What follows belongs to an exercise in optimizing a design on an open flow for small area; a production flow would make more cautious choices. Where RTL was checked, it was by simulation tests only, not by an equivalence proof against the original. No activity file was given, so power comes from the tool's default toggle rates.

## rgb_led_array_pwm
module rgb_led_array_pwm #(
  parameter int P_LED_NUM = 4,
  parameter int P_DUTY_W  = 8,
  parameter int P_CE_DIV  = 4,
  parameter int P_CE_W    = 2,
  parameter int P_SPD_W   = 10,
  parameter int P_PHASE   = 192
) (
  input  logic                 I_CLK_100MHZ,
  input  logic                 I_RST,
  input  logic [1:0]           I_MODE,
  input  logic [P_SPD_W-1:0]   I_SPEED,
  input  logic [P_DUTY_W-1:0]  I_BRIGHTNESS,
  input  logic                 I_INVERTED,
  input  logic [P_DUTY_W-1:0]  I_FIX_R,
  input  logic [P_DUTY_W-1:0]  I_FIX_G,
  input  logic [P_DUTY_W-1:0]  I_FIX_B,
  output logic [P_LED_NUM-1:0] O_LED_R,
  output logic [P_LED_NUM-1:0] O_LED_G,
  output logic [P_LED_NUM-1:0] O_LED_B,
  output logic                 O_FRAME,
  output logic [3:0]           O_STATUS
);
  function automatic logic gt8(input logic [7:0] a, input logic [7:0] b);
    gt8 = 1'b0;
    for (int i = 0; i < 8; i++) gt8 = (a[i] & ~b[i]) | (~(a[i] ^ b[i]) & gt8);
  endfunction
  function automatic logic gt6(input logic [5:0] a, input logic [5:0] b);
    gt6 = 1'b0;
    for (int i = 0; i < 6; i++) gt6 = (a[i] & ~b[i]) | (~(a[i] ^ b[i]) & gt6);
  endfunction
  function automatic logic [7:0] inc8(input logic [7:0] a);
    logic c;
    c = 1'b1;
    for (int i = 0; i < 8; i++) begin inc8[i] = a[i] ^ c; c = a[i] & c; end
  endfunction
  logic [1:0]  ce_cnt_r;
  logic [7:0]  pwm_cnt_r;
  logic [7:0]  pwm_inc_s;
  logic        frame_r;
  logic        ce_s, ce0_s, pre_s, frame_s, pwm_last_s;
  assign ce_s       = (ce_cnt_r == 2'd3);
  assign ce0_s      = (ce_cnt_r == 2'd0);
  ...
==> flow/config.mk <==
export PLATFORM = sky130hd
export DESIGN_NAME = rgb_led_array_pwm
export DESIGN_NICKNAME = rgb_led_array_pwm
export VERILOG_FILES = /design/flow/design.v
export SDC_FILE = /design/flow/constraint.sdc
export NUM_CORES = 4
export LEC_CHECK = 0
export CAP_MARGIN = 20
export CORE_MARGIN = 2
export CORE_UTILIZATION = 45
export PLACE_DENSITY = 0.6
export SLEW_MARGIN = 20
==> flow/constraint.sdc <==
create_clock -name core_clock -period 13.0 [get_ports {I_CLK_100MHZ}]
set_input_delay 2.6000 -clock core_clock [delete_from_list [all_inputs] [get_ports {I_CLK_100MHZ}]]
set_output_delay 2.6000 -clock core_clock [all_outputs]
set_load 0.01 [all_outputs]
run.sh (not shown) runs the stock make flow with config.mk's settings and CLKGATE_MAP_FILE= SYNTH_SCRIPT=/design/flow/synth_recipe.tcl, a recipe that flattens the netlist after the stock synthesis.
==> next run, changes <==
--- a/flow/design.v
+++ b/flow/design.v
@@ -212,25 +212,25 @@
       8'd6:  begin tq_s = 4'd2;  tr_s = 4'd1; end
       8'd7:  begin tq_s = 4'd1;  tr_s = 4'd7; end
       8'd8:  begin tq_s = 4'd1;  tr_s = 4'd6; end
       8'd9:  begin tq_s = 4'd1;  tr_s = 4'd5; end
       8'd10: begin tq_s = 4'd1;  tr_s = 4'd4; end
       8'd11: begin tq_s = 4'd1;  tr_s = 4'd3; end
       8'd12: begin tq_s = 4'd1;  tr_s = 4'd2; end
       8'd13: begin tq_s = 4'd1;  tr_s = 4'd1; end
       8'd14: begin tq_s = 4'd1;  tr_s = 4'd0; end
       default: begin tq_s = 4'd0; tr_s = 4'd15; end
     endcase
   end
-  assign sat_s = ~gt8(kb_r, pwm_cnt_r);
+  assign sat_s = &q_r;
   assign dvs_s = pre_s ? kb_in_s : kb_r;
   assign rin_s = pre_s ? {4'd0, tr_s} :
                  ce0_s ? (sat_s ? kb_r : pwm_inc_s) :
                  rem_r;
   function automatic logic [8:0] dstep(input logic [7:0] r, input logic [7:0] d);
     logic [8:0] t, nd, s;
     logic       c;
     t  = {r, 1'b1};
     nd = {1'b1, ~d};
     c  = 1'b0;
     for (int i = 0; i < 9; i++) begin
       s[i] = t[i] ^ nd[i] ^ c;
=> The new run completed with no timing, DRC or antenna violations; register-to-register slack is worse by 100 ps; worst setup slack is worse by 120 ps; synthesized area grows by 0.74%; hold slack is better by 28 ps; count of clock-buffer cells in the layout climbs by 1; routed wire length went up by 6.9%; die area grows by 0.72%; global-route usage went up by 0.36 points; non-clock buffer count came out lower by 5; synthesized cell count fell by 0.42%; power drops by 0.77%; sequential power hardly moves; final area is about the same.
Only the layout flow was run in the second run of this note; the RTL was not checked for function there.

[separate check: timing with driven ports]
The results above use ideal ports. As a check the final layouts listed here were re-extracted and re-timed, cells and wires unchanged.
Step 1 sets driving cells, clkbuf_16 on the clock port and buf_2 on the other inputs (assumed; they add their load-dependent delay and slew).
Step 2 times the ports against the registers' clock, not the clock port: input delays grow and output delays shrink by t, the midpoint of the rising clock arrivals with the driver on.
Three values: ideal ports, drivers, drivers and shift; two values: the first two.
| run | shift t [ns] | setup WS [ns] | hold slack, ns | latest minus earliest clock arrival (ns) | slew at the worst register clock pin (ns) |
|---|---|---|---|---|---|
| the first run | 0.404 | 0.398 / 0.420 / 0.016 | 0.369 / 0.369 / 0.369 | 0.013 / 0.012 | 0.08 / 0.08 |
| the second run | 0.401 | 0.275 / 0.301 / -0.100 | 0.397 / 0.397 / 0.397 | 0.012 / 0.012 | 0.08 / 0.08 |
With both steps, setup timing fails in the second run, where it was met with ideal ports. The setup slack of the first run, which loses most, moves by +0.022 ns with the drivers and by -0.382 ns with both steps.
